This design comes from an exercise in tuning for small area and a short achievable clock period on the open sky130 flow, not from production work.
The RTL was checked by simulation tests, not by an equivalence proof against the original design.
No activity file was given, so power comes from the tool's default toggle rates.

==> design.v <==
module gamma_interp_11bit #(
  parameter int OUT_W = 10
) (
  input  logic             clk,
  input  logic             rst_n,
  input  logic             i_hs,
  input  logic             i_vs,
  input  logic [4:0]       idx,
  input  logic [10:0]      pixel_in,
  input  logic [10:0]      lowLevel,
  input  logic [10:0]      highLevel,
  input  logic             lut_we,
  input  logic [5:0]       lut_addr,
  input  logic [OUT_W-1:0] lut_wdata,
  input  logic             lut_commit,
  output logic             commit_pending,
  output logic             o_hs,
  output logic             o_vs,
  output logic [OUT_W-1:0] pix_out
);
  localparam int N = 33;
  function automatic logic [9:0] ramp(input int k);
    logic [31:0] v;
    v = 32'(k) * 32;
    if (v > 1023) v = 1023;
    ramp = v[9:0];
  endfunction
  logic [9:0] r_shadow [N];
  logic [9:0] r_active [N];
  logic       r_act_ramp;    
  logic       r_pend;
  logic       r_vs_prev;
  logic       w_copy;
  assign w_copy         = r_pend & r_vs_prev & ~i_vs;
  assign commit_pending = r_pend;
  always_ff @(posedge clk or negedge rst_n) begin
    if (!rst_n) begin
      r_pend    <= 1'b0;
      r_vs_prev <= 1'b0;
    end else begin
      r_pend    <= lut_commit | (r_pend & ~w_copy);
      r_vs_prev <= i_vs;
    end
  end
  always_ff @(posedge clk or negedge rst_n) begin
    if (!rst_n) begin
      for (int k = 0; k < N; k++) r_shadow[k] <= ramp(k);
    end else if (lut_we && lut_addr <= 6'd32) begin
      r_shadow[lut_addr] <= lut_wdata;
    end
  end
  always_ff @(posedge clk or negedge rst_n) begin
    if (!rst_n) r_act_ramp <= 1'b1;
    else if (w_copy) r_act_ramp <= 1'b0;
  end
  always_ff @(posedge clk) begin
    if (w_copy)
      for (int k = 0; k < N; k++) r_active[k] <= r_shadow[k];
  end
  logic [329:0] w_act;
  logic [9:0]   w_ye, w_yo;
  logic [10:0]  w_d, w_w;
  always_comb
    for (int k = 0; k < N; k++) w_act[10*k +: 10] = r_active[k];
  gi_read u_read (.idx(idx), .ramp(r_act_ramp), .act(w_act), .ye(w_ye), .yo(w_yo));
  gi_sub11 u_subd (.a(pixel_in), .b(lowLevel), .y(w_d));
  gi_sub11 u_subw (.a(highLevel), .b(lowLevel), .y(w_w));
  logic [9:0]  r_ye_1, r_yo_1;
  logic        r_b_1;
  logic [10:0] r_d_1;
  logic [10:0] r_w_1;
  logic        r_wz_1;
  logic        r_blank_1;
  always_ff @(posedge clk) begin
    r_ye_1 <= w_ye;
    r_yo_1 <= w_yo;
    r_b_1  <= idx[0];
    r_d_1  <= w_d;
    r_w_1  <= w_w;
    r_wz_1 <= (highLevel == lowLevel);
  end
  always_ff @(posedge clk or negedge rst_n) begin
    if (!rst_n) r_blank_1 <= 1'b1;
    else        r_blank_1 <= ~(i_hs & i_vs);
  end
  logic [10:0] w_top;
  logic [3:0]  w_s;
  always_comb begin
    for (int k = 0; k < 11; k++) w_top[k] = r_w_1[k] & ~|(r_w_1 >> (k + 1));
    for (int b = 0; b < 4; b++) begin
      w_s[b] = 1'b0;
      for (int k = 0; k < 11; k++) if ((k >> b) & 1) w_s[b] = w_s[b] | w_top[k];
    end
  end
  logic [9:0]         w_y0, w_y1;
  logic [10:0]        w_x;
  logic [12:0]        w_db;
  logic [5:0]         w_one, w_two, w_ng;
  logic [11:0]        w_pp0, w_pp1, w_pp2, w_pp3, w_pp4, w_pp5;
  logic [22:0]        w_sa, w_sb;
  assign w_y0  = r_b_1 ? r_yo_1 : r_ye_1;
  assign w_y1  = r_b_1 ? r_ye_1 : r_yo_1;
  assign w_db  = r_wz_1 ? 13'b0 : {1'b0, r_d_1, 1'b0};
  logic xs_g0_0;
  assign xs_g0_0 = w_y1[0] & ~w_y0[0];
  logic xs_g1_0;
  assign xs_g1_0 = w_y1[1] & ~w_y0[1];
  logic xs_g2_0;
  assign xs_g2_0 = w_y1[2] & ~w_y0[2];
  logic xs_g3_0;
  assign xs_g3_0 = w_y1[3] & ~w_y0[3];
  logic xs_g4_0;
  assign xs_g4_0 = w_y1[4] & ~w_y0[4];
  logic xs_g5_0;
  assign xs_g5_0 = w_y1[5] & ~w_y0[5];
  logic xs_g6_0;
  assign xs_g6_0 = w_y1[6] & ~w_y0[6];
  logic xs_g7_0;
  assign xs_g7_0 = w_y1[7] & ~w_y0[7];
  logic xs_g8_0;
  assign xs_g8_0 = w_y1[8] & ~w_y0[8];
  logic xs_g9_0;
  assign xs_g9_0 = w_y1[9] & ~w_y0[9];
  logic xs_g10_0;
  assign xs_g10_0 = 1'b0 & 1'b1;
  logic xs_p0;
  assign xs_p0 = w_y1[0] ^ ~w_y0[0];
  logic xs_p1;
  assign xs_p1 = w_y1[1] ^ ~w_y0[1];
  logic xs_p2;
  assign xs_p2 = w_y1[2] ^ ~w_y0[2];
  logic xs_p3;
  assign xs_p3 = w_y1[3] ^ ~w_y0[3];
  logic xs_p4;
  assign xs_p4 = w_y1[4] ^ ~w_y0[4];
  logic xs_p5;
  assign xs_p5 = w_y1[5] ^ ~w_y0[5];
  logic xs_p6;
  assign xs_p6 = w_y1[6] ^ ~w_y0[6];
  logic xs_p7;
  assign xs_p7 = w_y1[7] ^ ~w_y0[7];
  logic xs_p8;
  assign xs_p8 = w_y1[8] ^ ~w_y0[8];
  logic xs_p9;
  assign xs_p9 = w_y1[9] ^ ~w_y0[9];
  logic xs_p10;
  assign xs_p10 = 1'b0 ^ 1'b1;
  logic xs_g0_c;
  assign xs_g0_c = xs_g0_0 | (xs_p0 & 1'b1);
  logic xs_g1_1;
  assign xs_g1_1 = xs_g1_0 | (xs_p1 & xs_g0_c);
  logic xs_q1_1;
  assign xs_q1_1 = xs_p1 & xs_p0;
  logic xs_g3_1;
  assign xs_g3_1 = xs_g3_0 | (xs_p3 & xs_g2_0);
  logic xs_q3_1;
  assign xs_q3_1 = xs_p3 & xs_p2;
  logic xs_g5_1;
  assign xs_g5_1 = xs_g5_0 | (xs_p5 & xs_g4_0);
  logic xs_q5_1;
  assign xs_q5_1 = xs_p5 & xs_p4;
  logic xs_g7_1;
  assign xs_g7_1 = xs_g7_0 | (xs_p7 & xs_g6_0);
  logic xs_q7_1;
  assign xs_q7_1 = xs_p7 & xs_p6;
  logic xs_g9_1;
  assign xs_g9_1 = xs_g9_0 | (xs_p9 & xs_g8_0);
  logic xs_q9_1;
  assign xs_q9_1 = xs_p9 & xs_p8;
  logic xs_g2_2;
  assign xs_g2_2 = xs_g2_0 | (xs_p2 & xs_g1_1);
  logic xs_q2_2;
  assign xs_q2_2 = xs_p2 & xs_q1_1;
  logic xs_g3_2;
  assign xs_g3_2 = xs_g3_1 | (xs_q3_1 & xs_g1_1);
  logic xs_q3_2;
  assign xs_q3_2 = xs_q3_1 & xs_q1_1;
  logic xs_g6_2;
  assign xs_g6_2 = xs_g6_0 | (xs_p6 & xs_g5_1);
  logic xs_q6_2;
  assign xs_q6_2 = xs_p6 & xs_q5_1;
  logic xs_g7_2;
  assign xs_g7_2 = xs_g7_1 | (xs_q7_1 & xs_g5_1);
  logic xs_q7_2;
  assign xs_q7_2 = xs_q7_1 & xs_q5_1;
  logic xs_g10_2;
  assign xs_g10_2 = xs_g10_0 | (xs_p10 & xs_g9_1);
  logic xs_q10_2;
  assign xs_q10_2 = xs_p10 & xs_q9_1;
  logic xs_g4_3;
  assign xs_g4_3 = xs_g4_0 | (xs_p4 & xs_g3_2);
  logic xs_q4_3;
  assign xs_q4_3 = xs_p4 & xs_q3_2;
  logic xs_g5_3;
  assign xs_g5_3 = xs_g5_1 | (xs_q5_1 & xs_g3_2);
  logic xs_q5_3;
  assign xs_q5_3 = xs_q5_1 & xs_q3_2;
  logic xs_g6_3;
  assign xs_g6_3 = xs_g6_2 | (xs_q6_2 & xs_g3_2);
  logic xs_q6_3;
  assign xs_q6_3 = xs_q6_2 & xs_q3_2;
  logic xs_g7_3;
  assign xs_g7_3 = xs_g7_2 | (xs_q7_2 & xs_g3_2);
  logic xs_q7_3;
  assign xs_q7_3 = xs_q7_2 & xs_q3_2;
  logic xs_g8_4;
  assign xs_g8_4 = xs_g8_0 | (xs_p8 & xs_g7_3);
  logic xs_q8_4;
  assign xs_q8_4 = xs_p8 & xs_q7_3;
  logic xs_g9_4;
  assign xs_g9_4 = xs_g9_1 | (xs_q9_1 & xs_g7_3);
  logic xs_q9_4;
  assign xs_q9_4 = xs_q9_1 & xs_q7_3;
  logic xs_g10_4;
  assign xs_g10_4 = xs_g10_2 | (xs_q10_2 & xs_g7_3);
  logic xs_q10_4;
  assign xs_q10_4 = xs_q10_2 & xs_q7_3;
  assign w_x[0] = (xs_p0 ^ 1'b1);
  assign w_x[1] = (xs_p1 ^ xs_g0_c);
  assign w_x[2] = (xs_p2 ^ xs_g1_1);
  assign w_x[3] = (xs_p3 ^ xs_g2_2);
  assign w_x[4] = (xs_p4 ^ xs_g3_2);
  assign w_x[5] = (xs_p5 ^ xs_g4_3);
  assign w_x[6] = (xs_p6 ^ xs_g5_3);
  assign w_x[7] = (xs_p7 ^ xs_g6_3);
  assign w_x[8] = (xs_p8 ^ xs_g7_3);
  assign w_x[9] = (xs_p9 ^ xs_g8_4);
  assign w_x[10] = (xs_p10 ^ xs_g9_4);
  always_comb begin
    for (int j = 0; j < 6; j++) begin
      w_one[j] = w_db[2*j+1] ^ w_db[2*j];
      w_two[j] = (w_db[2*j+2] & ~w_db[2*j+1] & ~w_db[2*j]) |
                 (~w_db[2*j+2] & w_db[2*j+1] & w_db[2*j]);
      w_ng[j]  = w_db[2*j+2] & ~(w_db[2*j+1] & w_db[2*j]);
    end
  end
  function automatic logic [11:0] bpp(input logic [10:0] x, input logic one,
                                      input logic two, input logic ng);
    logic [11:0] m;
    m = one ? {x[10], x} : (two ? {x, 1'b0} : 12'b0);
    bpp = m ^ {12{ng}};
  endfunction
  assign w_pp0 = bpp(w_x, w_one[0], w_two[0], w_ng[0]);
  assign w_pp1 = bpp(w_x, w_one[1], w_two[1], w_ng[1]);
  assign w_pp2 = bpp(w_x, w_one[2], w_two[2], w_ng[2]);
  assign w_pp3 = bpp(w_x, w_one[3], w_two[3], w_ng[3]);
  assign w_pp4 = bpp(w_x, w_one[4], w_two[4], w_ng[4]);
  assign w_pp5 = bpp(w_x, w_one[5], w_two[5], w_ng[5]);
  logic t0s;
  assign t0s = w_pp0[6] ^ w_pp1[4];
  logic t0c;
  assign t0c = w_pp0[6] & w_pp1[4];
  logic t1s;
  assign t1s = w_pp0[7] ^ w_pp1[5];
  logic t1c;
  assign t1c = w_pp0[7] & w_pp1[5];
  logic t2s;
  assign t2s = w_pp0[8] ^ w_pp1[6] ^ w_pp2[4];
  logic t2c;
  assign t2c = (w_pp0[8] & w_pp1[6]) | (w_pp0[8] & w_pp2[4]) | (w_pp1[6] & w_pp2[4]);
  logic t3s;
  assign t3s = w_pp3[2] ^ w_pp4[0];
  logic t3c;
  assign t3c = w_pp3[2] & w_pp4[0];
  logic t4s;
  assign t4s = w_pp0[9] ^ w_pp1[7] ^ w_pp2[5];
  logic t4c;
  assign t4c = (w_pp0[9] & w_pp1[7]) | (w_pp0[9] & w_pp2[5]) | (w_pp1[7] & w_pp2[5]);
  logic t5s;
  assign t5s = w_pp3[3] ^ w_pp4[1];
  logic t5c;
  assign t5c = w_pp3[3] & w_pp4[1];
  logic t6s;
  assign t6s = w_pp0[10] ^ w_pp1[8] ^ w_pp2[6];
  logic t6c;
  assign t6c = (w_pp0[10] & w_pp1[8]) | (w_pp0[10] & w_pp2[6]) | (w_pp1[8] & w_pp2[6]);
  logic t7s;
  assign t7s = w_pp3[4] ^ w_pp4[2] ^ w_pp5[0];
  logic t7c;
  assign t7c = (w_pp3[4] & w_pp4[2]) | (w_pp3[4] & w_pp5[0]) | (w_pp4[2] & w_pp5[0]);
  logic t8s;
  assign t8s = w_pp0[11] ^ w_pp1[9] ^ w_pp2[7];
  logic t8c;
  assign t8c = (w_pp0[11] & w_pp1[9]) | (w_pp0[11] & w_pp2[7]) | (w_pp1[9] & w_pp2[7]);
  logic t9s;
  assign t9s = w_pp3[5] ^ w_pp4[3] ^ w_pp5[1];
  logic t9c;
  assign t9c = (w_pp3[5] & w_pp4[3]) | (w_pp3[5] & w_pp5[1]) | (w_pp4[3] & w_pp5[1]);
  logic t10s;
  assign t10s = w_pp0[11] ^ w_pp1[10] ^ w_pp2[8];
  logic t10c;
  assign t10c = (w_pp0[11] & w_pp1[10]) | (w_pp0[11] & w_pp2[8]) | (w_pp1[10] & w_pp2[8]);
  logic t11s;
  assign t11s = w_pp3[6] ^ w_pp4[4] ^ w_pp5[2];
  logic t11c;
  assign t11c = (w_pp3[6] & w_pp4[4]) | (w_pp3[6] & w_pp5[2]) | (w_pp4[4] & w_pp5[2]);
  logic t12s;
  assign t12s = ~w_pp0[11] ^ ~w_pp1[11] ^ w_pp2[9];
  logic t12c;
  assign t12c = (~w_pp0[11] & ~w_pp1[11]) | (~w_pp0[11] & w_pp2[9]) | (~w_pp1[11] & w_pp2[9]);
  logic t13s;
  assign t13s = w_pp3[7] ^ w_pp4[5] ^ w_pp5[3];
  logic t13c;
  assign t13c = (w_pp3[7] & w_pp4[5]) | (w_pp3[7] & w_pp5[3]) | (w_pp4[5] & w_pp5[3]);
  logic t14s;
  assign t14s = 1'b1 ^ w_pp2[10] ^ w_pp3[8];
  logic t14c;
  assign t14c = (1'b1 & w_pp2[10]) | (1'b1 & w_pp3[8]) | (w_pp2[10] & w_pp3[8]);
  logic t15s;
  assign t15s = w_pp4[6] ^ w_pp5[4];
  logic t15c;
  assign t15c = w_pp4[6] & w_pp5[4];
  logic t16s;
  assign t16s = ~w_pp2[11] ^ w_pp3[9] ^ w_pp4[7];
  logic t16c;
  assign t16c = (~w_pp2[11] & w_pp3[9]) | (~w_pp2[11] & w_pp4[7]) | (w_pp3[9] & w_pp4[7]);
  logic t17s;
  assign t17s = 1'b1 ^ w_pp3[10];
  logic t17c;
  assign t17c = 1'b1 & w_pp3[10];
  logic t18s;
  assign t18s = w_pp0[4] ^ w_pp1[2];
  logic t18c;
  assign t18c = w_pp0[4] & w_pp1[2];
  logic t19s;
  assign t19s = w_pp0[5] ^ w_pp1[3];
  logic t19c;
  assign t19c = w_pp0[5] & w_pp1[3];
  logic t20s;
  assign t20s = w_pp2[2] ^ w_pp3[0] ^ w_ng[3];
  logic t20c;
  assign t20c = (w_pp2[2] & w_pp3[0]) | (w_pp2[2] & w_ng[3]) | (w_pp3[0] & w_ng[3]);
  logic t21s;
  assign t21s = w_pp2[3] ^ w_pp3[1] ^ t0c;
  logic t21c;
  assign t21c = (w_pp2[3] & w_pp3[1]) | (w_pp2[3] & t0c) | (w_pp3[1] & t0c);
  logic t22s;
  assign t22s = w_ng[4] ^ t1c ^ t2s;
  logic t22c;
  assign t22c = (w_ng[4] & t1c) | (w_ng[4] & t2s) | (t1c & t2s);
  logic t23s;
  assign t23s = t2c ^ t3c ^ t4s;
  logic t23c;
  assign t23c = (t2c & t3c) | (t2c & t4s) | (t3c & t4s);
  logic t24s;
  assign t24s = t4c ^ t5c ^ t6s;
  logic t24c;
  assign t24c = (t4c & t5c) | (t4c & t6s) | (t5c & t6s);
  logic t25s;
  assign t25s = t6c ^ t7c ^ t8s;
  logic t25c;
  assign t25c = (t6c & t7c) | (t6c & t8s) | (t7c & t8s);
  logic t26s;
  assign t26s = t8c ^ t9c ^ t10s;
  logic t26c;
  assign t26c = (t8c & t9c) | (t8c & t10s) | (t9c & t10s);
  logic t27s;
  assign t27s = t10c ^ t11c ^ t12s;
  logic t27c;
  assign t27c = (t10c & t11c) | (t10c & t12s) | (t11c & t12s);
  logic t28s;
  assign t28s = t12c ^ t13c ^ t14s;
  logic t28c;
  assign t28c = (t12c & t13c) | (t12c & t14s) | (t13c & t14s);
  logic t29s;
  assign t29s = w_pp5[5] ^ t14c ^ t15c;
  logic t29c;
  assign t29c = (w_pp5[5] & t14c) | (w_pp5[5] & t15c) | (t14c & t15c);
  logic t30s;
  assign t30s = w_pp4[8] ^ w_pp5[6] ^ t16c;
  logic t30c;
  assign t30c = (w_pp4[8] & w_pp5[6]) | (w_pp4[8] & t16c) | (w_pp5[6] & t16c);
  logic t31s;
  assign t31s = ~w_pp3[11] ^ w_pp4[9] ^ w_pp5[7];
  logic t31c;
  assign t31c = (~w_pp3[11] & w_pp4[9]) | (~w_pp3[11] & w_pp5[7]) | (w_pp4[9] & w_pp5[7]);
  logic t32s;
  assign t32s = 1'b1 ^ w_pp4[10];
  logic t32c;
  assign t32c = 1'b1 & w_pp4[10];
  logic t33s;
  assign t33s = w_pp0[2] ^ w_pp1[0];
  logic t33c;
  assign t33c = w_pp0[2] & w_pp1[0];
  logic t34s;
  assign t34s = w_pp0[3] ^ w_pp1[1];
  logic t34c;
  assign t34c = w_pp0[3] & w_pp1[1];
  logic t35s;
  assign t35s = w_pp2[0] ^ w_ng[2] ^ t18s;
  logic t35c;
  assign t35c = (w_pp2[0] & w_ng[2]) | (w_pp2[0] & t18s) | (w_ng[2] & t18s);
  logic t36s;
  assign t36s = w_pp2[1] ^ t18c ^ t19s;
  logic t36c;
  assign t36c = (w_pp2[1] & t18c) | (w_pp2[1] & t19s) | (t18c & t19s);
  logic t37s;
  assign t37s = t0s ^ t19c ^ t20s;
  logic t37c;
  assign t37c = (t0s & t19c) | (t0s & t20s) | (t19c & t20s);
  logic t38s;
  assign t38s = t1s ^ t20c ^ t21s;
  logic t38c;
  assign t38c = (t1s & t20c) | (t1s & t21s) | (t20c & t21s);
  logic t39s;
  assign t39s = t3s ^ t21c ^ t22s;
  logic t39c;
  assign t39c = (t3s & t21c) | (t3s & t22s) | (t21c & t22s);
  logic t40s;
  assign t40s = t5s ^ t22c ^ t23s;
  logic t40c;
  assign t40c = (t5s & t22c) | (t5s & t23s) | (t22c & t23s);
  logic t41s;
  assign t41s = t7s ^ t23c ^ t24s;
  logic t41c;
  assign t41c = (t7s & t23c) | (t7s & t24s) | (t23c & t24s);
  logic t42s;
  assign t42s = t9s ^ t24c ^ t25s;
  logic t42c;
  assign t42c = (t9s & t24c) | (t9s & t25s) | (t24c & t25s);
  logic t43s;
  assign t43s = t11s ^ t25c ^ t26s;
  logic t43c;
  assign t43c = (t11s & t25c) | (t11s & t26s) | (t25c & t26s);
  logic t44s;
  assign t44s = t13s ^ t26c ^ t27s;
  logic t44c;
  assign t44c = (t13s & t26c) | (t13s & t27s) | (t26c & t27s);
  logic t45s;
  assign t45s = t15s ^ t27c ^ t28s;
  logic t45c;
  assign t45c = (t15s & t27c) | (t15s & t28s) | (t27c & t28s);
  logic t46s;
  assign t46s = t16s ^ t28c ^ t29s;
  logic t46c;
  assign t46c = (t16s & t28c) | (t16s & t29s) | (t28c & t29s);
  logic t47s;
  assign t47s = t17s ^ t29c ^ t30s;
  logic t47c;
  assign t47c = (t17s & t29c) | (t17s & t30s) | (t29c & t30s);
  logic t48s;
  assign t48s = t17c ^ t30c ^ t31s;
  logic t48c;
  assign t48c = (t17c & t30c) | (t17c & t31s) | (t30c & t31s);
  logic t49s;
  assign t49s = w_pp5[8] ^ t31c ^ t32s;
  logic t49c;
  assign t49c = (w_pp5[8] & t31c) | (w_pp5[8] & t32s) | (t31c & t32s);
  logic t50s;
  assign t50s = ~w_pp4[11] ^ w_pp5[9] ^ t32c;
  logic t50c;
  assign t50c = (~w_pp4[11] & w_pp5[9]) | (~w_pp4[11] & t32c) | (w_pp5[9] & t32c);
  logic t51s;
  assign t51s = 1'b1 ^ w_pp5[10];
  logic t51c;
  assign t51c = 1'b1 & w_pp5[10];
  assign w_sa[0] = w_pp0[0];
  assign w_sb[0] = w_ng[0];
  assign w_sa[1] = w_pp0[1];
  assign w_sb[1] = 1'b0;
  assign w_sa[2] = w_ng[1];
  assign w_sb[2] = t33s;
  assign w_sa[3] = t33c;
  assign w_sb[3] = t34s;
  assign w_sa[4] = t34c;
  assign w_sb[4] = t35s;
  assign w_sa[5] = t35c;
  assign w_sb[5] = t36s;
  assign w_sa[6] = t36c;
  assign w_sb[6] = t37s;
  assign w_sa[7] = t37c;
  assign w_sb[7] = t38s;
  assign w_sa[8] = t38c;
  assign w_sb[8] = t39s;
  assign w_sa[9] = t39c;
  assign w_sb[9] = t40s;
  assign w_sa[10] = t40c;
  assign w_sb[10] = t41s;
  assign w_sa[11] = t41c;
  assign w_sb[11] = t42s;
  assign w_sa[12] = t42c;
  assign w_sb[12] = t43s;
  assign w_sa[13] = t43c;
  assign w_sb[13] = t44s;
  assign w_sa[14] = t44c;
  assign w_sb[14] = t45s;
  assign w_sa[15] = t45c;
  assign w_sb[15] = t46s;
  assign w_sa[16] = t46c;
  assign w_sb[16] = t47s;
  assign w_sa[17] = t47c;
  assign w_sb[17] = t48s;
  assign w_sa[18] = t48c;
  assign w_sb[18] = t49s;
  assign w_sa[19] = t49c;
  assign w_sb[19] = t50s;
  assign w_sa[20] = t50c;
  assign w_sb[20] = t51s;
  assign w_sa[21] = ~w_pp5[11];
  assign w_sb[21] = t51c;
  assign w_sa[22] = 1'b1;
  assign w_sb[22] = 1'b0;
  logic [22:0] r_sa_2, r_sb_2;
  logic [9:0]  r_y0_2;
  logic [3:0]  r_s_2;
  logic        r_blank_2;
  always_ff @(posedge clk) begin
    r_sa_2 <= w_sa;
    r_sb_2 <= w_sb;
    r_y0_2 <= w_y0;
    r_s_2  <= w_s;
  end
  always_ff @(posedge clk or negedge rst_n) begin
    if (!rst_n) r_blank_2 <= 1'b1;
    else        r_blank_2 <= r_blank_1;
  end
  logic [22:0] w_ta, w_tb, w_t;
  logic [9:0]  w_pix;
  assign w_ta = r_sa_2;
  assign w_tb = r_sb_2;
  logic ts_g0_0;
  assign ts_g0_0 = w_ta[0] & w_tb[0];
  logic ts_g1_0;
  assign ts_g1_0 = w_ta[1] & w_tb[1];
  logic ts_g2_0;
  assign ts_g2_0 = w_ta[2] & w_tb[2];
  logic ts_g3_0;
  assign ts_g3_0 = w_ta[3] & w_tb[3];
  logic ts_g4_0;
  assign ts_g4_0 = w_ta[4] & w_tb[4];
  logic ts_g5_0;
  assign ts_g5_0 = w_ta[5] & w_tb[5];
  logic ts_g6_0;
  assign ts_g6_0 = w_ta[6] & w_tb[6];
  logic ts_g7_0;
  assign ts_g7_0 = w_ta[7] & w_tb[7];
  logic ts_g8_0;
  assign ts_g8_0 = w_ta[8] & w_tb[8];
  logic ts_g9_0;
  assign ts_g9_0 = w_ta[9] & w_tb[9];
  logic ts_g10_0;
  assign ts_g10_0 = w_ta[10] & w_tb[10];
  logic ts_g11_0;
  assign ts_g11_0 = w_ta[11] & w_tb[11];
  logic ts_g12_0;
  assign ts_g12_0 = w_ta[12] & w_tb[12];
  logic ts_g13_0;
  assign ts_g13_0 = w_ta[13] & w_tb[13];
  logic ts_g14_0;
  assign ts_g14_0 = w_ta[14] & w_tb[14];
  logic ts_g15_0;
  assign ts_g15_0 = w_ta[15] & w_tb[15];
  logic ts_g16_0;
  assign ts_g16_0 = w_ta[16] & w_tb[16];
  logic ts_g17_0;
  assign ts_g17_0 = w_ta[17] & w_tb[17];
  logic ts_g18_0;
  assign ts_g18_0 = w_ta[18] & w_tb[18];
  logic ts_g19_0;
  assign ts_g19_0 = w_ta[19] & w_tb[19];
  logic ts_g20_0;
  assign ts_g20_0 = w_ta[20] & w_tb[20];
  logic ts_g21_0;
  assign ts_g21_0 = w_ta[21] & w_tb[21];
  logic ts_g22_0;
  assign ts_g22_0 = w_ta[22] & w_tb[22];
  logic ts_p0;
  assign ts_p0 = w_ta[0] ^ w_tb[0];
  logic ts_p1;
  assign ts_p1 = w_ta[1] ^ w_tb[1];
  logic ts_p2;
  assign ts_p2 = w_ta[2] ^ w_tb[2];
  logic ts_p3;
  assign ts_p3 = w_ta[3] ^ w_tb[3];
  logic ts_p4;
  assign ts_p4 = w_ta[4] ^ w_tb[4];
  logic ts_p5;
  assign ts_p5 = w_ta[5] ^ w_tb[5];
  logic ts_p6;
  assign ts_p6 = w_ta[6] ^ w_tb[6];
  logic ts_p7;
  assign ts_p7 = w_ta[7] ^ w_tb[7];
  logic ts_p8;
  assign ts_p8 = w_ta[8] ^ w_tb[8];
  logic ts_p9;
  assign ts_p9 = w_ta[9] ^ w_tb[9];
  logic ts_p10;
  assign ts_p10 = w_ta[10] ^ w_tb[10];
  logic ts_p11;
  assign ts_p11 = w_ta[11] ^ w_tb[11];
  logic ts_p12;
  assign ts_p12 = w_ta[12] ^ w_tb[12];
  logic ts_p13;
  assign ts_p13 = w_ta[13] ^ w_tb[13];
  logic ts_p14;
  assign ts_p14 = w_ta[14] ^ w_tb[14];
  logic ts_p15;
  assign ts_p15 = w_ta[15] ^ w_tb[15];
  logic ts_p16;
  assign ts_p16 = w_ta[16] ^ w_tb[16];
  logic ts_p17;
  assign ts_p17 = w_ta[17] ^ w_tb[17];
  logic ts_p18;
  assign ts_p18 = w_ta[18] ^ w_tb[18];
  logic ts_p19;
  assign ts_p19 = w_ta[19] ^ w_tb[19];
  logic ts_p20;
  assign ts_p20 = w_ta[20] ^ w_tb[20];
  logic ts_p21;
  assign ts_p21 = w_ta[21] ^ w_tb[21];
  logic ts_p22;
  assign ts_p22 = w_ta[22] ^ w_tb[22];
  logic ts_g1_1;
  assign ts_g1_1 = ts_g1_0 | (ts_p1 & ts_g0_0);
  logic ts_q1_1;
  assign ts_q1_1 = ts_p1 & ts_p0;
  logic ts_g3_1;
  assign ts_g3_1 = ts_g3_0 | (ts_p3 & ts_g2_0);
  logic ts_q3_1;
  assign ts_q3_1 = ts_p3 & ts_p2;
  logic ts_g5_1;
  assign ts_g5_1 = ts_g5_0 | (ts_p5 & ts_g4_0);
  logic ts_q5_1;
  assign ts_q5_1 = ts_p5 & ts_p4;
  logic ts_g7_1;
  assign ts_g7_1 = ts_g7_0 | (ts_p7 & ts_g6_0);
  logic ts_q7_1;
  assign ts_q7_1 = ts_p7 & ts_p6;
  logic ts_g9_1;
  assign ts_g9_1 = ts_g9_0 | (ts_p9 & ts_g8_0);
  logic ts_q9_1;
  assign ts_q9_1 = ts_p9 & ts_p8;
  logic ts_g11_1;
  assign ts_g11_1 = ts_g11_0 | (ts_p11 & ts_g10_0);
  logic ts_q11_1;
  assign ts_q11_1 = ts_p11 & ts_p10;
  logic ts_g13_1;
  assign ts_g13_1 = ts_g13_0 | (ts_p13 & ts_g12_0);
  logic ts_q13_1;
  assign ts_q13_1 = ts_p13 & ts_p12;
  logic ts_g15_1;
  assign ts_g15_1 = ts_g15_0 | (ts_p15 & ts_g14_0);
  logic ts_q15_1;
  assign ts_q15_1 = ts_p15 & ts_p14;
  logic ts_g17_1;
  assign ts_g17_1 = ts_g17_0 | (ts_p17 & ts_g16_0);
  logic ts_q17_1;
  assign ts_q17_1 = ts_p17 & ts_p16;
  logic ts_g19_1;
  assign ts_g19_1 = ts_g19_0 | (ts_p19 & ts_g18_0);
  logic ts_q19_1;
  assign ts_q19_1 = ts_p19 & ts_p18;
  logic ts_g21_1;
  assign ts_g21_1 = ts_g21_0 | (ts_p21 & ts_g20_0);
  logic ts_q21_1;
  assign ts_q21_1 = ts_p21 & ts_p20;
  logic ts_g2_2;
  assign ts_g2_2 = ts_g2_0 | (ts_p2 & ts_g1_1);
  logic ts_q2_2;
  assign ts_q2_2 = ts_p2 & ts_q1_1;
  logic ts_g3_2;
  assign ts_g3_2 = ts_g3_1 | (ts_q3_1 & ts_g1_1);
  logic ts_q3_2;
  assign ts_q3_2 = ts_q3_1 & ts_q1_1;
  logic ts_g6_2;
  assign ts_g6_2 = ts_g6_0 | (ts_p6 & ts_g5_1);
  logic ts_q6_2;
  assign ts_q6_2 = ts_p6 & ts_q5_1;
  logic ts_g7_2;
  assign ts_g7_2 = ts_g7_1 | (ts_q7_1 & ts_g5_1);
  logic ts_q7_2;
  assign ts_q7_2 = ts_q7_1 & ts_q5_1;
  logic ts_g10_2;
  assign ts_g10_2 = ts_g10_0 | (ts_p10 & ts_g9_1);
  logic ts_q10_2;
  assign ts_q10_2 = ts_p10 & ts_q9_1;
  logic ts_g11_2;
  assign ts_g11_2 = ts_g11_1 | (ts_q11_1 & ts_g9_1);
  logic ts_q11_2;
  assign ts_q11_2 = ts_q11_1 & ts_q9_1;
  logic ts_g14_2;
  assign ts_g14_2 = ts_g14_0 | (ts_p14 & ts_g13_1);
  logic ts_q14_2;
  assign ts_q14_2 = ts_p14 & ts_q13_1;
  logic ts_g15_2;
  assign ts_g15_2 = ts_g15_1 | (ts_q15_1 & ts_g13_1);
  logic ts_q15_2;
  assign ts_q15_2 = ts_q15_1 & ts_q13_1;
  logic ts_g18_2;
  assign ts_g18_2 = ts_g18_0 | (ts_p18 & ts_g17_1);
  logic ts_q18_2;
  assign ts_q18_2 = ts_p18 & ts_q17_1;
  logic ts_g19_2;
  assign ts_g19_2 = ts_g19_1 | (ts_q19_1 & ts_g17_1);
  logic ts_q19_2;
  assign ts_q19_2 = ts_q19_1 & ts_q17_1;
  logic ts_g22_2;
  assign ts_g22_2 = ts_g22_0 | (ts_p22 & ts_g21_1);
  logic ts_q22_2;
  assign ts_q22_2 = ts_p22 & ts_q21_1;
  logic ts_g4_3;
  assign ts_g4_3 = ts_g4_0 | (ts_p4 & ts_g3_2);
  logic ts_q4_3;
  assign ts_q4_3 = ts_p4 & ts_q3_2;
  logic ts_g5_3;
  assign ts_g5_3 = ts_g5_1 | (ts_q5_1 & ts_g3_2);
  logic ts_q5_3;
  assign ts_q5_3 = ts_q5_1 & ts_q3_2;
  logic ts_g6_3;
  assign ts_g6_3 = ts_g6_2 | (ts_q6_2 & ts_g3_2);
  logic ts_q6_3;
  assign ts_q6_3 = ts_q6_2 & ts_q3_2;
  logic ts_g7_3;
  assign ts_g7_3 = ts_g7_2 | (ts_q7_2 & ts_g3_2);
  logic ts_q7_3;
  assign ts_q7_3 = ts_q7_2 & ts_q3_2;
  logic ts_g12_3;
  assign ts_g12_3 = ts_g12_0 | (ts_p12 & ts_g11_2);
  logic ts_q12_3;
  assign ts_q12_3 = ts_p12 & ts_q11_2;
  logic ts_g13_3;
  assign ts_g13_3 = ts_g13_1 | (ts_q13_1 & ts_g11_2);
  logic ts_q13_3;
  assign ts_q13_3 = ts_q13_1 & ts_q11_2;
  logic ts_g14_3;
  assign ts_g14_3 = ts_g14_2 | (ts_q14_2 & ts_g11_2);
  logic ts_q14_3;
  assign ts_q14_3 = ts_q14_2 & ts_q11_2;
  logic ts_g15_3;
  assign ts_g15_3 = ts_g15_2 | (ts_q15_2 & ts_g11_2);
  logic ts_q15_3;
  assign ts_q15_3 = ts_q15_2 & ts_q11_2;
  logic ts_g20_3;
  assign ts_g20_3 = ts_g20_0 | (ts_p20 & ts_g19_2);
  logic ts_q20_3;
  assign ts_q20_3 = ts_p20 & ts_q19_2;
  logic ts_g21_3;
  assign ts_g21_3 = ts_g21_1 | (ts_q21_1 & ts_g19_2);
  logic ts_q21_3;
  assign ts_q21_3 = ts_q21_1 & ts_q19_2;
  logic ts_g22_3;
  assign ts_g22_3 = ts_g22_2 | (ts_q22_2 & ts_g19_2);
  logic ts_q22_3;
  assign ts_q22_3 = ts_q22_2 & ts_q19_2;
  logic ts_g8_4;
  assign ts_g8_4 = ts_g8_0 | (ts_p8 & ts_g7_3);
  logic ts_q8_4;
  assign ts_q8_4 = ts_p8 & ts_q7_3;
  logic ts_g9_4;
  assign ts_g9_4 = ts_g9_1 | (ts_q9_1 & ts_g7_3);
  logic ts_q9_4;
  assign ts_q9_4 = ts_q9_1 & ts_q7_3;
  logic ts_g10_4;
  assign ts_g10_4 = ts_g10_2 | (ts_q10_2 & ts_g7_3);
  logic ts_q10_4;
  assign ts_q10_4 = ts_q10_2 & ts_q7_3;
  logic ts_g11_4;
  assign ts_g11_4 = ts_g11_2 | (ts_q11_2 & ts_g7_3);
  logic ts_q11_4;
  assign ts_q11_4 = ts_q11_2 & ts_q7_3;
  logic ts_g12_4;
  assign ts_g12_4 = ts_g12_3 | (ts_q12_3 & ts_g7_3);
  logic ts_q12_4;
  assign ts_q12_4 = ts_q12_3 & ts_q7_3;
  logic ts_g13_4;
  assign ts_g13_4 = ts_g13_3 | (ts_q13_3 & ts_g7_3);
  logic ts_q13_4;
  assign ts_q13_4 = ts_q13_3 & ts_q7_3;
  logic ts_g14_4;
  assign ts_g14_4 = ts_g14_3 | (ts_q14_3 & ts_g7_3);
  logic ts_q14_4;
  assign ts_q14_4 = ts_q14_3 & ts_q7_3;
  logic ts_g15_4;
  assign ts_g15_4 = ts_g15_3 | (ts_q15_3 & ts_g7_3);
  logic ts_q15_4;
  assign ts_q15_4 = ts_q15_3 & ts_q7_3;
  logic ts_g16_5;
  assign ts_g16_5 = ts_g16_0 | (ts_p16 & ts_g15_4);
  logic ts_q16_5;
  assign ts_q16_5 = ts_p16 & ts_q15_4;
  logic ts_g17_5;
  assign ts_g17_5 = ts_g17_1 | (ts_q17_1 & ts_g15_4);
  logic ts_q17_5;
  assign ts_q17_5 = ts_q17_1 & ts_q15_4;
  logic ts_g18_5;
  assign ts_g18_5 = ts_g18_2 | (ts_q18_2 & ts_g15_4);
  logic ts_q18_5;
  assign ts_q18_5 = ts_q18_2 & ts_q15_4;
  logic ts_g19_5;
  assign ts_g19_5 = ts_g19_2 | (ts_q19_2 & ts_g15_4);
  logic ts_q19_5;
  assign ts_q19_5 = ts_q19_2 & ts_q15_4;
  logic ts_g20_5;
  assign ts_g20_5 = ts_g20_3 | (ts_q20_3 & ts_g15_4);
  logic ts_q20_5;
  assign ts_q20_5 = ts_q20_3 & ts_q15_4;
  logic ts_g21_5;
  assign ts_g21_5 = ts_g21_3 | (ts_q21_3 & ts_g15_4);
  logic ts_q21_5;
  assign ts_q21_5 = ts_q21_3 & ts_q15_4;
  logic ts_g22_5;
  assign ts_g22_5 = ts_g22_3 | (ts_q22_3 & ts_g15_4);
  logic ts_q22_5;
  assign ts_q22_5 = ts_q22_3 & ts_q15_4;
  assign w_t[0] = ts_p0;
  assign w_t[1] = (ts_p1 ^ ts_g0_0);
  assign w_t[2] = (ts_p2 ^ ts_g1_1);
  assign w_t[3] = (ts_p3 ^ ts_g2_2);
  assign w_t[4] = (ts_p4 ^ ts_g3_2);
  assign w_t[5] = (ts_p5 ^ ts_g4_3);
  assign w_t[6] = (ts_p6 ^ ts_g5_3);
  assign w_t[7] = (ts_p7 ^ ts_g6_3);
  assign w_t[8] = (ts_p8 ^ ts_g7_3);
  assign w_t[9] = (ts_p9 ^ ts_g8_4);
  assign w_t[10] = (ts_p10 ^ ts_g9_4);
  assign w_t[11] = (ts_p11 ^ ts_g10_4);
  assign w_t[12] = (ts_p12 ^ ts_g11_4);
  assign w_t[13] = (ts_p13 ^ ts_g12_4);
  assign w_t[14] = (ts_p14 ^ ts_g13_4);
  assign w_t[15] = (ts_p15 ^ ts_g14_4);
  assign w_t[16] = (ts_p16 ^ ts_g15_4);
  assign w_t[17] = (ts_p17 ^ ts_g16_5);
  assign w_t[18] = (ts_p18 ^ ts_g17_5);
  assign w_t[19] = (ts_p19 ^ ts_g18_5);
  assign w_t[20] = (ts_p20 ^ ts_g19_5);
  assign w_t[21] = (ts_p21 ^ ts_g20_5);
  assign w_t[22] = (ts_p22 ^ ts_g21_5);
  logic [10:0] w_sh;
  logic [10:0] w_q;
  logic        w_rb, w_big, w_sml;
  logic [11:0] w_r;
  logic [10:0] w_qt [11];
  logic [9:0]  w_rt;
  logic [10:0] w_bt, w_st;
  always_comb begin
    for (int k = 0; k < 11; k++) w_sh[k] = (r_s_2 == 4'(k));
    for (int i = 0; i < 11; i++) begin
      for (int k = 0; k < 11; k++) w_qt[i][k] = w_sh[k] & w_t[i+k];
      w_q[i] = |w_qt[i];
    end
    for (int k = 1; k < 11; k++) w_rt[k-1] = w_sh[k] & w_t[k-1];
    w_rb = |w_rt;
    for (int k = 0; k < 11; k++) begin
      w_bt[k] = w_sh[k] & |(w_t[21:0] & (22'h3fffff << (11 + k)));
      w_st[k] = w_sh[k] & |(~w_t[21:0] & (22'h3fffff << (11 + k)));
    end
    w_big = ~w_t[22] & (|w_bt | w_q[10]);
    w_sml = w_t[22] & (|w_st | ~w_q[10]);
    w_r = {2'b0, r_y0_2} + {w_q[10], w_q} + {11'b0, w_rb};
    if (r_blank_2 | w_sml)  w_pix = '0;
    else if (w_big)         w_pix = 10'h3ff;
    else if (w_r[11])       w_pix = '0;
    else if (w_r[10])       w_pix = 10'h3ff;
    else                    w_pix = w_r[9:0];
  end
  logic [2:0] r_hs_d, r_vs_d;
  logic [9:0] r_pix;
  always_ff @(posedge clk or negedge rst_n) begin
    if (!rst_n) begin
      r_hs_d <= '0;
      r_vs_d <= '0;
      r_pix  <= '0;
    end else begin
      r_hs_d <= {r_hs_d[1:0], i_hs};
      r_vs_d <= {r_vs_d[1:0], i_vs};
      r_pix  <= w_pix;
    end
  end
  assign o_hs    = r_hs_d[2];
  assign o_vs    = r_vs_d[2];
  assign pix_out = r_pix;
endmodule
module gi_read (
  input  logic [4:0]   idx,
  input  logic         ramp,
  input  logic [329:0] act,
  output logic [9:0]   ye,
  output logic [9:0]   yo
);
  logic [15:0] so1;
  logic [16:0] se, so;
  logic [4:0]  je;
  logic [17:0] te [10];
  logic [16:0] to [10];
  assign je = {1'b0, idx[4:1]} + {4'b0, idx[0]};
  always_comb begin
    for (int j = 0; j < 16; j++) so1[j] = (idx[4:1] == 4'(j));
    for (int j = 0; j < 17; j++) begin
      so[j] = (j < 16) ? (~ramp & so1[j % 16]) : 1'b0;
      se[j] = ~ramp & (((j < 16) ? (~idx[0] & so1[j % 16]) : 1'b0) |
                       ((j > 0) ? (idx[0] & so1[(j + 15) % 16]) : 1'b0));
    end
    for (int i = 0; i < 10; i++) begin
      for (int j = 0; j < 17; j++) te[i][j] = se[j] & act[20*j + i];
      for (int j = 0; j < 16; j++) to[i][j] = so[j] & act[20*j + 10 + i];
      te[i][17] = ramp & (je[4] | (i >= 6 && je[i-6]));
      to[i][16] = ramp & (i == 5 || (i >= 6 && idx[i-5]));
      ye[i] = |te[i];
      yo[i] = |to[i];
    end
  end
endmodule
module gi_sub11 (
  input  logic [10:0] a,
  input  logic [10:0] b,
  output logic [10:0] y
);
  logic m_g0_0;
  assign m_g0_0 = a[0] & ~b[0];
  logic m_g1_0;
  assign m_g1_0 = a[1] & ~b[1];
  logic m_g2_0;
  assign m_g2_0 = a[2] & ~b[2];
  logic m_g3_0;
  assign m_g3_0 = a[3] & ~b[3];
  logic m_g4_0;
  assign m_g4_0 = a[4] & ~b[4];
  logic m_g5_0;
  assign m_g5_0 = a[5] & ~b[5];
  logic m_g6_0;
  assign m_g6_0 = a[6] & ~b[6];
  logic m_g7_0;
  assign m_g7_0 = a[7] & ~b[7];
  logic m_g8_0;
  assign m_g8_0 = a[8] & ~b[8];
  logic m_g9_0;
  assign m_g9_0 = a[9] & ~b[9];
  logic m_g10_0;
  assign m_g10_0 = a[10] & ~b[10];
  logic m_p0;
  assign m_p0 = a[0] ^ ~b[0];
  logic m_p1;
  assign m_p1 = a[1] ^ ~b[1];
  logic m_p2;
  assign m_p2 = a[2] ^ ~b[2];
  logic m_p3;
  assign m_p3 = a[3] ^ ~b[3];
  logic m_p4;
  assign m_p4 = a[4] ^ ~b[4];
  logic m_p5;
  assign m_p5 = a[5] ^ ~b[5];
  logic m_p6;
  assign m_p6 = a[6] ^ ~b[6];
  logic m_p7;
  assign m_p7 = a[7] ^ ~b[7];
  logic m_p8;
  assign m_p8 = a[8] ^ ~b[8];
  logic m_p9;
  assign m_p9 = a[9] ^ ~b[9];
  logic m_p10;
  assign m_p10 = a[10] ^ ~b[10];
  logic m_g0_c;
  assign m_g0_c = m_g0_0 | (m_p0 & 1'b1);
  logic m_g1_1;
  assign m_g1_1 = m_g1_0 | (m_p1 & m_g0_c);
  logic m_q1_1;
  assign m_q1_1 = m_p1 & m_p0;
  logic m_g3_1;
  assign m_g3_1 = m_g3_0 | (m_p3 & m_g2_0);
  logic m_q3_1;
  assign m_q3_1 = m_p3 & m_p2;
  logic m_g5_1;
  assign m_g5_1 = m_g5_0 | (m_p5 & m_g4_0);
  logic m_q5_1;
  assign m_q5_1 = m_p5 & m_p4;
  logic m_g7_1;
  assign m_g7_1 = m_g7_0 | (m_p7 & m_g6_0);
  logic m_q7_1;
  assign m_q7_1 = m_p7 & m_p6;
  logic m_g9_1;
  assign m_g9_1 = m_g9_0 | (m_p9 & m_g8_0);
  logic m_q9_1;
  assign m_q9_1 = m_p9 & m_p8;
  logic m_g2_2;
  assign m_g2_2 = m_g2_0 | (m_p2 & m_g1_1);
  logic m_q2_2;
  assign m_q2_2 = m_p2 & m_q1_1;
  logic m_g3_2;
  assign m_g3_2 = m_g3_1 | (m_q3_1 & m_g1_1);
  logic m_q3_2;
  assign m_q3_2 = m_q3_1 & m_q1_1;
  logic m_g6_2;
  assign m_g6_2 = m_g6_0 | (m_p6 & m_g5_1);
  logic m_q6_2;
  assign m_q6_2 = m_p6 & m_q5_1;
  logic m_g7_2;
  assign m_g7_2 = m_g7_1 | (m_q7_1 & m_g5_1);
  logic m_q7_2;
  assign m_q7_2 = m_q7_1 & m_q5_1;
  logic m_g10_2;
  assign m_g10_2 = m_g10_0 | (m_p10 & m_g9_1);
  logic m_q10_2;
  assign m_q10_2 = m_p10 & m_q9_1;
  logic m_g4_3;
  assign m_g4_3 = m_g4_0 | (m_p4 & m_g3_2);
  logic m_q4_3;
  assign m_q4_3 = m_p4 & m_q3_2;
  logic m_g5_3;
  assign m_g5_3 = m_g5_1 | (m_q5_1 & m_g3_2);
  logic m_q5_3;
  assign m_q5_3 = m_q5_1 & m_q3_2;
  logic m_g6_3;
  assign m_g6_3 = m_g6_2 | (m_q6_2 & m_g3_2);
  logic m_q6_3;
  assign m_q6_3 = m_q6_2 & m_q3_2;
  logic m_g7_3;
  assign m_g7_3 = m_g7_2 | (m_q7_2 & m_g3_2);
  logic m_q7_3;
  assign m_q7_3 = m_q7_2 & m_q3_2;
  logic m_g8_4;
  assign m_g8_4 = m_g8_0 | (m_p8 & m_g7_3);
  logic m_q8_4;
  assign m_q8_4 = m_p8 & m_q7_3;
  logic m_g9_4;
  assign m_g9_4 = m_g9_1 | (m_q9_1 & m_g7_3);
  logic m_q9_4;
  assign m_q9_4 = m_q9_1 & m_q7_3;
  logic m_g10_4;
  assign m_g10_4 = m_g10_2 | (m_q10_2 & m_g7_3);
  logic m_q10_4;
  assign m_q10_4 = m_q10_2 & m_q7_3;
  assign y[0] = (m_p0 ^ 1'b1);
  assign y[1] = (m_p1 ^ m_g0_c);
  assign y[2] = (m_p2 ^ m_g1_1);
  assign y[3] = (m_p3 ^ m_g2_2);
  assign y[4] = (m_p4 ^ m_g3_2);
  assign y[5] = (m_p5 ^ m_g4_3);
  assign y[6] = (m_p6 ^ m_g5_3);
  assign y[7] = (m_p7 ^ m_g6_3);
  assign y[8] = (m_p8 ^ m_g7_3);
  assign y[9] = (m_p9 ^ m_g8_4);
  assign y[10] = (m_p10 ^ m_g9_4);
endmodule
==> flow/run.sh <==
#!/bin/bash
set -euo pipefail
mapfile -t EXTRA < <(grep -v '^#' flow/extra.txt | grep .)
bash standard.sh "${EXTRA[@]}" finish > standard.log 2>&1
==> flow/extra.txt <==
SETUP_SLACK_MARGIN=7.0
ADDER_MAP_FILE=
BUFFER_PORTS_ARGS=-buffer_cell sky130_fd_sc_hd__buf_4
==> standard.sh <==
#!/bin/bash
# synth_recipe.tcl (not shown) runs the flow's synth.tcl, then flattens the netlist and writes it again
# the make line also repeats each setting of config.mk as NAME=value (left out here)
make -C /OpenROAD-flow-scripts/flow DESIGN_CONFIG=/design/flow/config.mk WORK_HOME=/design/flow/orfs CLKGATE_MAP_FILE= SYNTH_SCRIPT=/design/flow/synth_recipe.tcl "${@:-finish}"
==> config.mk <==
export PLATFORM = sky130hd
export DESIGN_NAME = gamma_interp_11bit
export DESIGN_NICKNAME = gamma_interp_11bit
export VERILOG_FILES = /design/flow/design.v
export SDC_FILE = /design/flow/constraint.sdc
export NUM_CORES = 4
export LEC_CHECK = 0
export ABC_AREA = 1
export CAP_MARGIN = 20
export CORE_MARGIN = 2
export CORE_UTILIZATION = 40
export CTS_CLUSTER_DIAMETER = 80
export CTS_CLUSTER_SIZE = 25
export SLEW_MARGIN = 60
export SYNTH_HIERARCHICAL = 1
export TNS_END_PERCENT = 10
==> constraint.sdc <==
create_clock -name core_clock -period 10.0 [get_ports {clk}]
set_input_delay 2.0000 -clock core_clock [delete_from_list [all_inputs] [get_ports {clk}]]
set_output_delay 2.0000 -clock core_clock [all_outputs]
set_load 0.01 [all_outputs]
==> results of run 1 <==
[worst max-delay path, cell delays in order]
cell and delay (ps):
buf_4 190, inv_4 240, nor2_1 150, nand2_1 80
nand2_1 310, nand3_1 210, nand2_1 80, nor2_1 280
nand3_1 110
[worst max-delay path by stage]
stage / startpoint / endpoint / cells after the start
3_3_place_gp: i_vs / r_active[25][8]$_DFFE_PP_ / 4
6_report: idx[1] / r_ye_1[8]$_DFF_P_ / 9
4_1_cts: r_pend$_DFF_PN0_ / commit_pending / 1
5_1_grt: r_sb_2[2]$_DFF_P_ / r_pix[8]$_DFF_PN0_ / 25
2_1_floorplan: i_vs / r_active[0][0]$_DFFE_PP_ / 1
3_5_place_dp: i_vs / r_active[32][6]$_DFFE_PP_ / 6
[flip-flops by register name (all words and copies together) (netlist names), 11 cells and up]
register	count
r_active	330
r_shadow	330
r_sa_2	22
r_sb_2	21
r_d_1	11
[layout by cell type, fill, tap and decap left out, types with 12 or more instances in the layout]
cell       count
a21oi_1       56
a21oi_2       12
buf_4        147
clkbuf_1      20
clkbuf_16     43
dfrtp_1      257
dfstp_2       93
dfxtp_1       85
dfxtp_2       14
edfxtp_1     330
inv_1        319
inv_2         32
nand2_1     1126
nand2_2      183
nand2_4       45
nand3_1      356
nand3_2       46
nand3b_1      15
nand4_1       50
nor2_1       281
nor2_2        48
nor2_4        50
o21ai_0      352
o21ai_1       16
o21ai_2       17
o22ai_1       30
or2_1         12
xnor2_1       26
xor2_1        55
[what timing repair did]
| action | 4_1_cts | 5_1_grt |
|---|---|---|
| pin swaps | 87 | 75 |
| hold buffers | 0 | 0 |
| setup endpoints to repair | 201 | 193 |
| cloned | 3 | 0 |
| gates resized for setup | 269 | 128 |
| buffers inserted | 57 | 15 |
[where the power goes]
part | leakage, nW | switching, mW | internal, mW
registers | 8.38 | 0.207 | 3.85
logic | 9.45 | 3.27 | 1.75
clock network | 0.664 | 1.12 | 0.860
total | 18.5 | 4.59 | 6.46
[metal layers]
layer,vias to the layer above,routed length [um],global-route usage
met5,-,26,0
met4,4,2740,0.0584
met3,146,4480,0.0225
met2,634,48000,0.368
met1,13274,43400,0.286
li1,13727,-,-
[metrics by stage]
stage                     total power, mW  worst slack, ps
after CTS                            10.7             6840
after detailed placement             8.07             5940
final                                11.1             6810
after floorplan                      7.09             2710
after global placement               7.98             5250
after global routing                 11.9             6660
[layout make-up]
type,instances,share of cell area
clock buffers,64,0.0280
clock inverters,14,0.00538
inverters,368,0.0342
multi-input cells,2876,0.360
flip-flops and latches,780,0.499
well taps,1176,0.0353
repair buffers,175,0.0377
==> reports/qor.csv, run 1 <==
metric,value,unit
multi_input_area,15000,um^2
dp_hpwl,66600,um
placement.io_buffers,72,
syn_to_final_growth,15.1,%
synth_nets,4216,
startpoint_type,primary input,
dpl_cell_area,38200,um^2
cts_tree,done,
grt_max_degree,74,
p_per_area,265,nW/um^2
synth_area,36200,um^2
cts.sinks,780,
num_rows,110,
critPathRequiredTime,10490,ps
critical_path_class,primary input to register,
design.core.area,89900,um^2
fmax,0.314,GHz
grt_first_pass_wirelength,156000,um
holdWs,353,ps
whs_path_depth,0,
min_period_over_period,0.319,
diodes,0,
hold_viol,0,
rsz0062_at_grt,yes,
final_util,0.464,
gp_congestion,0.900,
routed_wl,98700,um
grt_usage,0.213,
avgSynthCellArea,8.71,um^2
clock_tree.root_cell,clkbuf_16,
finalCriticalPeriod,3190,ps
rrSetupSlack,6900,ps
cts_htree_levels,2,
fin_nets,4303,
r2r-start,r_sb_2[2]$_DFF_P_,
grt_pass1_vias,27045,
viasPerCell,5.10,
dp.cells,5300,
regArea,20800,um^2
boundaryPins,73,
grt.overflow.total,0,
clkTransAtPathRegs,100,ps
ir_drop,167,uV
first_pass_iters,5,
reg2reg_depth,24,
slew-limit-headroom,0.595,
die_area,92900,um^2
cap_violations,0,
fp.dieW,305,um
clk_latency,650,ps
final.setup.tns,0,ps
power_leakage,18.5,nW
vias,27785,
skew,64.3,ps
drv_slew,0,
fillCellCount,8673,
crit_arrival,3680,ps
report.final.setup_viol,0,
hold_path_class,register to register,
min_to,r_hs_d[2]$_DFF_PN0_,
cts_buffers,42,
r2r_end,r_pix[8]$_DFF_PN0_,
ys_warn_count,24,
antenna_found_initial,2,
initial_utilization,0.403,
cp_max_fo,15,
ant_nets,0,
drive_above_1_share,0.198,
avgRoutedWirePerCell,18.1,um
drt_iter0_markers,2215,
drc,0,
fin_cells,5453,
synth_cells,4156,
tightest_slew,602,ps
end_kind,register,
status,timing/DRC/antenna clean,
die_h,305,um
holdCritStartpoint,r_hs_d[1]$_DFF_PN0_,
cts_buffer_depth,3,
stdcell_area,41700,um^2
==> run 2, diff against run 1 <==
--- a/config.mk
+++ b/config.mk
@@ -15,2 +15,2 @@
 export SYNTH_HIERARCHICAL = 1
-export TNS_END_PERCENT = 10
+export TNS_END_PERCENT = 5
==> reports/qor.csv, run 2 <==
metric,value,unit
end_kind,register,
die_h,305,um
final.setup.tns,0,ps
power_leakage,18.7,nW
cts_buffer_depth,3,
avgRoutedWirePerCell,18.2,um
viasPerCell,5.12,
rsz0062_at_grt,yes,
holdBufCountCts,0,
drive_above_1_share,0.213,
final_util,0.469,
drc,0,
final_common_cell,nand2_1,
startpoint_type,register,
drt_iter0_markers,2246,
grt_max_degree,74,
intPower,6.56,mW
num_rows,110,
slowest_stage,dfxtp_2,
grt_first_pass_wirelength,155000,um
grt_pass1_vias,26893,
switchingPower,4.79,mW
r2r_end,r_pix[8]$_DFF_PN0_,
ant_nets,0,
synth_cells,4156,
die_area,92900,um^2
switching_share,0.422,
hold_path_class,register to register,
clkTransAtPathRegs,80,ps
dp_hpwl,66600,um
rrSetupSlack,6820,ps
endpoint,r_pix[8]$_DFF_PN0_,
diodes,0,
placement.io_buffers,72,
min_period_over_period,0.318,
avgSynthCellArea,8.71,um^2
cts_buffers,42,
cp_max_fo,8,
skew,68.3,ps
ir_drop,168,uV
crit_arrival,3660,ps
tightest_slew,651,ps
r2r-start,r_sa_2[7]$_DFF_P_,
drv_slew,0,
cap_violations,0,
boundaryPins,73,
grt_usage,0.212,
fillCellCount,8637,
cts.sinks,780,
regArea,20800,um^2
slowest_delay,370,ps
cts_htree_levels,2,
first_pass_iters,5,
path_cells,inv_2 > nand2_2 > nand2_2 > nand2_4 > nor2_4 > nor2_4 > nand2_8 > nand2_4 > nand3_4 > buf_6 > nand3_2 > nand2_1 > inv_1 > nand2_2 > nor2_4 > nand3b_1 > nand2_2 > nor2_2 > a21oi_2 > nand2_4 > nor2_4 > inv_2 > nand2_2 > a21oi_4,
fp.dieW,305,um
critPathRequiredTime,10480,ps
synth_nets,4216,
cpMostUsedCell,nand2_2,
synth_area,36200,um^2
setup.worst_path.start,r_sa_2[7]$_DFF_P_,
fin_nets,4317,
cts_tree,done,
vias,27980,
most-common-layout-cells,"nand2_1, o21ai_0, nand3_1",
grt.overflow.total,0,
multi_input_area,15400,um^2
report.final.setup_viol,0,
syn_to_final_growth,16.5,%
p_per_area,269,nW/um^2
routed_wl,99700,um
status,timing/DRC/antenna clean,
hold_viol,0,
power_frac_comb,0.468,
design.core.area,89900,um^2
ys_warn_count,24,
clkPwrFrac,0.174,
top_regs,"r_active (330), r_shadow (330), r_sa_2 (22)",
reg2reg_depth,24,
initial_utilization,0.403,
finalCriticalPeriod,3180,ps
critical_path_class,register to register,
clock_tree.root_cell,clkbuf_16,
fmax,0.314,GHz
p_seq_frac,0.358,
antenna_found_initial,2,
gp_congestion,0.900,
clk_latency,650,ps
slew-limit-headroom,0.565,
[run 2: cell count changes in the layout (fill, tap and decap cells not counted), sizes merged]
cell      change
clkinv        -1
buf          +13
nand2         +1
inv           -1
clkinvlp      +2
[run 2: what timing repair did]
action / 4_1_cts / 5_1_grt
gates resized for setup: 182 / 311
cloned: 2 / 2
setup endpoints to repair: 201 / 193
pin swaps: 51 / 118
buffers inserted: 41 / 44
[run 2: power by group through the flow]
stage	sequential [mW]	combinational (mW)	clock (mW)
floorplan	4.06	3.04	0
global placement	4.10	3.88	0
detailed placement	4.11	3.95	0
CTS	4.05	4.41	2.02
global route	4.11	5.91	2.14
finish	4.06	5.31	1.98
[run 2: cell type report]
type | instances | area share
Sequential cell | 780 | 0.494
Multi-Input combinational cell | 2877 | 0.365
Timing Repair Buffer | 188 | 0.0393
Tap cell | 1176 | 0.0349
Inverter | 368 | 0.0339
Clock buffer | 64 | 0.0276
Clock inverter | 14 | 0.00531
[run 2: worst min path at each step]
stage	startpoint	endpoint	slack [ps]	depth (start not counted)
finish	r_hs_d[1]$_DFF_PN0_	r_hs_d[2]$_DFF_PN0_	350	0
global route	r_hs_d[1]$_DFF_PN0_	r_hs_d[2]$_DFF_PN0_	360	0
CTS	r_hs_d[1]$_DFF_PN0_	r_hs_d[2]$_DFF_PN0_	360	0
detailed placement	r_vs_d[1]$_DFF_PN0_	r_vs_d[2]$_DFF_PN0_	330	0
global placement	r_hs_d[0]$_DFF_PN0_	r_hs_d[1]$_DFF_PN0_	330	0
floorplan	r_hs_d[0]$_DFF_PN0_	r_hs_d[1]$_DFF_PN0_	330	0
[run 2: routing by layer]
metal	global-route usage	up-vias	routed length, um
met2	0.366	620	49100
met3	0.0227	138	4360
met4	0.0566	4	2510
li1	-	13762	-
met1	0.284	13456	43700
met5	0	-	26
[run 2: per-stage QoR]
stage | power [mW] | area (um^2) | setup WS (ps) | cells | hold WS, ps
floorplan | 7.09 | 36200 | 2710 | 4156 | 331
global placement | 7.98 | 37800 | 5250 | 5294 | 332
detailed placement | 8.07 | 38200 | 5940 | 5300 | 335
CTS | 10.5 | 40600 | 6840 | 5421 | 356
global route | 12.2 | 42200 | 6640 | 5467 | 360
finish | 11.4 | 42200 | 6820 | 5467 | 353
[run 2: critical path: cells and delay by family (launching register included)]
kind	cells	cell delay, ps
flops	1	370
simple gates	18	2010
compound gates	2	260
buf+inv	4	400
==> run 3, diff against run 2 <==
--- a/config.mk
+++ b/config.mk
@@ -15,2 +15,2 @@
 export SYNTH_HIERARCHICAL = 1
-export TNS_END_PERCENT = 5
+export TNS_END_PERCENT = 0
==> reports/qor.csv, run 3 <==
metric,value,unit
grt_max_degree,74,
drv_slew,0,
rsz0062_at_grt,yes,
syn_to_final_growth,13.3,%
cts_buffer_depth,3,
final_util,0.456,
num_rows,110,
grt_first_pass_wirelength,153000,um
dp_hpwl,66600,um
cts.sinks,780,
antenna_found_initial,1,
slowest_delay,320,ps
ant_nets,0,
drive_above_1_share,0.172,
clkTransAtPathRegs,100,ps
regArea,20800,um^2
hold_path_class,register to register,
p_seq_frac,0.379,
initial_utilization,0.403,
cts_htree_levels,2,
cts_buffers,42,
holdBufCountCts,0,
drt_iter0_markers,2296,
cts_tree,done,
hold_viol,0,
drc,0,
crit_family,simple AND/OR/NAND/NOR gates,
critPathRequiredTime,10490,ps
cap_violations,0,
viasPerCell,5.10,
crit_buf_inv,2,
placement.io_buffers,72,
intPower,6.28,mW
cpMostUsedCell,nand2_1,
crit_arrival,3670,ps
skew,68.7,ps
cp_max_fo,15,
avgRoutedWirePerCell,18.0,um
slew-limit-headroom,0.511,
vias,27684,
final.setup.tns,0,ps
synth_cells,4156,
status,timing/DRC/antenna clean,
routed_wl,97800,um
boundaryPins,73,
grt_pass1_vias,26625,
finalCriticalPeriod,3180,ps
die_area,92900,um^2
ir_drop,169,uV
switchingPower,4.41,mW
power_frac_comb,0.436,
die_h,305,um
grt_usage,0.210,
grt.overflow.total,0,
most-common-layout-cells,"nand2_1, nand3_1, o21ai_0",
final_common_cell,nand2_1,
critical_path_class,primary input to register,
layout_setup_ws,6820,ps
fp.dieW,305,um
fillCellCount,8729,
slowest_stage,nand2_1,
clkPwrFrac,0.185,
clk_latency,650,ps
fin_nets,4281,
p_per_area,261,nW/um^2
avgSynthCellArea,8.71,um^2
report.final.setup_viol,0,
min_period_over_period,0.318,
first_pass_iters,6,
synth_area,36200,um^2
fmax,0.314,GHz
dp_slack,5940,ps
multi_input_area,14500,um^2
fin_cells,5432,
top_regs,"r_active (330), r_shadow (330), r_sa_2 (22)",
switching_share,0.412,
tightest_slew,726,ps
startpoint_type,primary input,
end_kind,register,
design.core.area,89900,um^2
synth_nets,4216,
ys_warn_count,24,
gp_congestion,0.900,
clock_tree.root_cell,clkbuf_16,
power_leakage,18.2,nW
path_cells,buf_4 > inv_4 > nor2_1 > nand2_1 > nand2_1 > nand3_1 > nand2_1 > nor2_1 > nand3_1,
dp.cells,5300,
run 3: final timing paths:
kind / from / to / slack, ps / depth (start not counted)
worst max-delay path: idx[1] / r_ye_1[7]$_DFF_P_ / 6820 / 9
worst min-delay path: r_hs_d[1]$_DFF_PN0_ / r_hs_d[2]$_DFF_PN0_ / 350 / 0
worst max register to register: r_b_1$_DFF_P_ / r_sb_2[18]$_DFF_P_ / 6850 / 20
worst min register to register: r_hs_d[1]$_DFF_PN0_ / r_hs_d[2]$_DFF_PN0_ / 350 / 0
max in group asynchronous: rst_n / r_shadow[14][6]$_DFFE_PN1P_ / 7350 / 5
min in group asynchronous: rst_n / r_hs_d[0]$_DFF_PN0_ / 1220 / 1
run 3: metal layers:
metal	global-route usage	vias up	wire length, um
li1	-	13679	-
met3	0.0244	143	4700
met1	0.282	13224	42900
met5	0	-	13
met4	0.0632	2	2890
met2	0.359	636	47300
run 3: stage by stage:
step	hold slack (ps)	power, mW	instance area (um^2)
floorplan	331	7.09	36200
global placement	332	7.98	37800
detailed placement	335	8.07	38200
CTS	356	10.3	40200
global route	360	11.5	41000
finish	353	10.7	41000
run 3: area by class of cell:
cell class | count | area share
flip-flops and latches | 780 | 0.507
well taps | 1176 | 0.0359
diodes | 1 | 0.0000610
clock inverters | 14 | 0.00546
inverters | 368 | 0.0345
repair buffers | 154 | 0.0336
multi-input cells | 2875 | 0.355
clock buffers | 64 | 0.0284
run 3: power by group through the flow:
stage | Sequential, mW | Combinational (mW) | Clock, mW
global route | 4.10 | 5.26 | 2.14
finish | 4.05 | 4.66 | 1.98
global placement | 4.10 | 3.88 | 0
floorplan | 4.06 | 3.04 | 0
detailed placement | 4.11 | 3.95 | 0
CTS | 4.05 | 4.26 | 2.02
run 3: what timing repair did:
action | in CTS | in global routing
cloned | 2 | 0
endpoints found under the setup margin | 201 | 192
setup buffers | 16 | 34
resized for setup | 120 | 150
pin swaps | 26 | 52

port drivers added, routing unchanged:
In the flow no input, the clock included, has a driving cell. The finished layouts below were timed again as built, in two steps.
Step 1 sets driving cells, clkbuf_16 on the clock port and buf_2 on the other inputs (assumed; they add their load-dependent delay and slew).
Step 2 moves the port delays by t, midway between the first and last clock arrival at a register: inputs arrive t later, outputs are due t later. That takes back most of the time a late clock gives input paths.
a / b / c = ideal / step 1 / step 2; a / b = the first two.
| run | t (ns) | setup WS [ns] | clock arrival spread, ns | slew at the worst register clock pin (ns) |
|---|---|---|---|---|
| run 1 | 0.683 | 6.811 / 6.806 / 6.135 | 0.068 / 0.067 | 0.10 / 0.10 |
| run 2 | 0.685 | 6.819 / 6.798 / 6.113 | 0.071 / 0.071 | 0.10 / 0.10 |
| run 3 | 0.686 | 6.818 / 6.795 / 6.108 | 0.071 / 0.071 | 0.10 / 0.10 |
After both steps setup and hold are still met in every run listed. The setup slack of run 3, which loses most, moves by -0.023 ns with the drivers and by -0.710 ns with both steps.
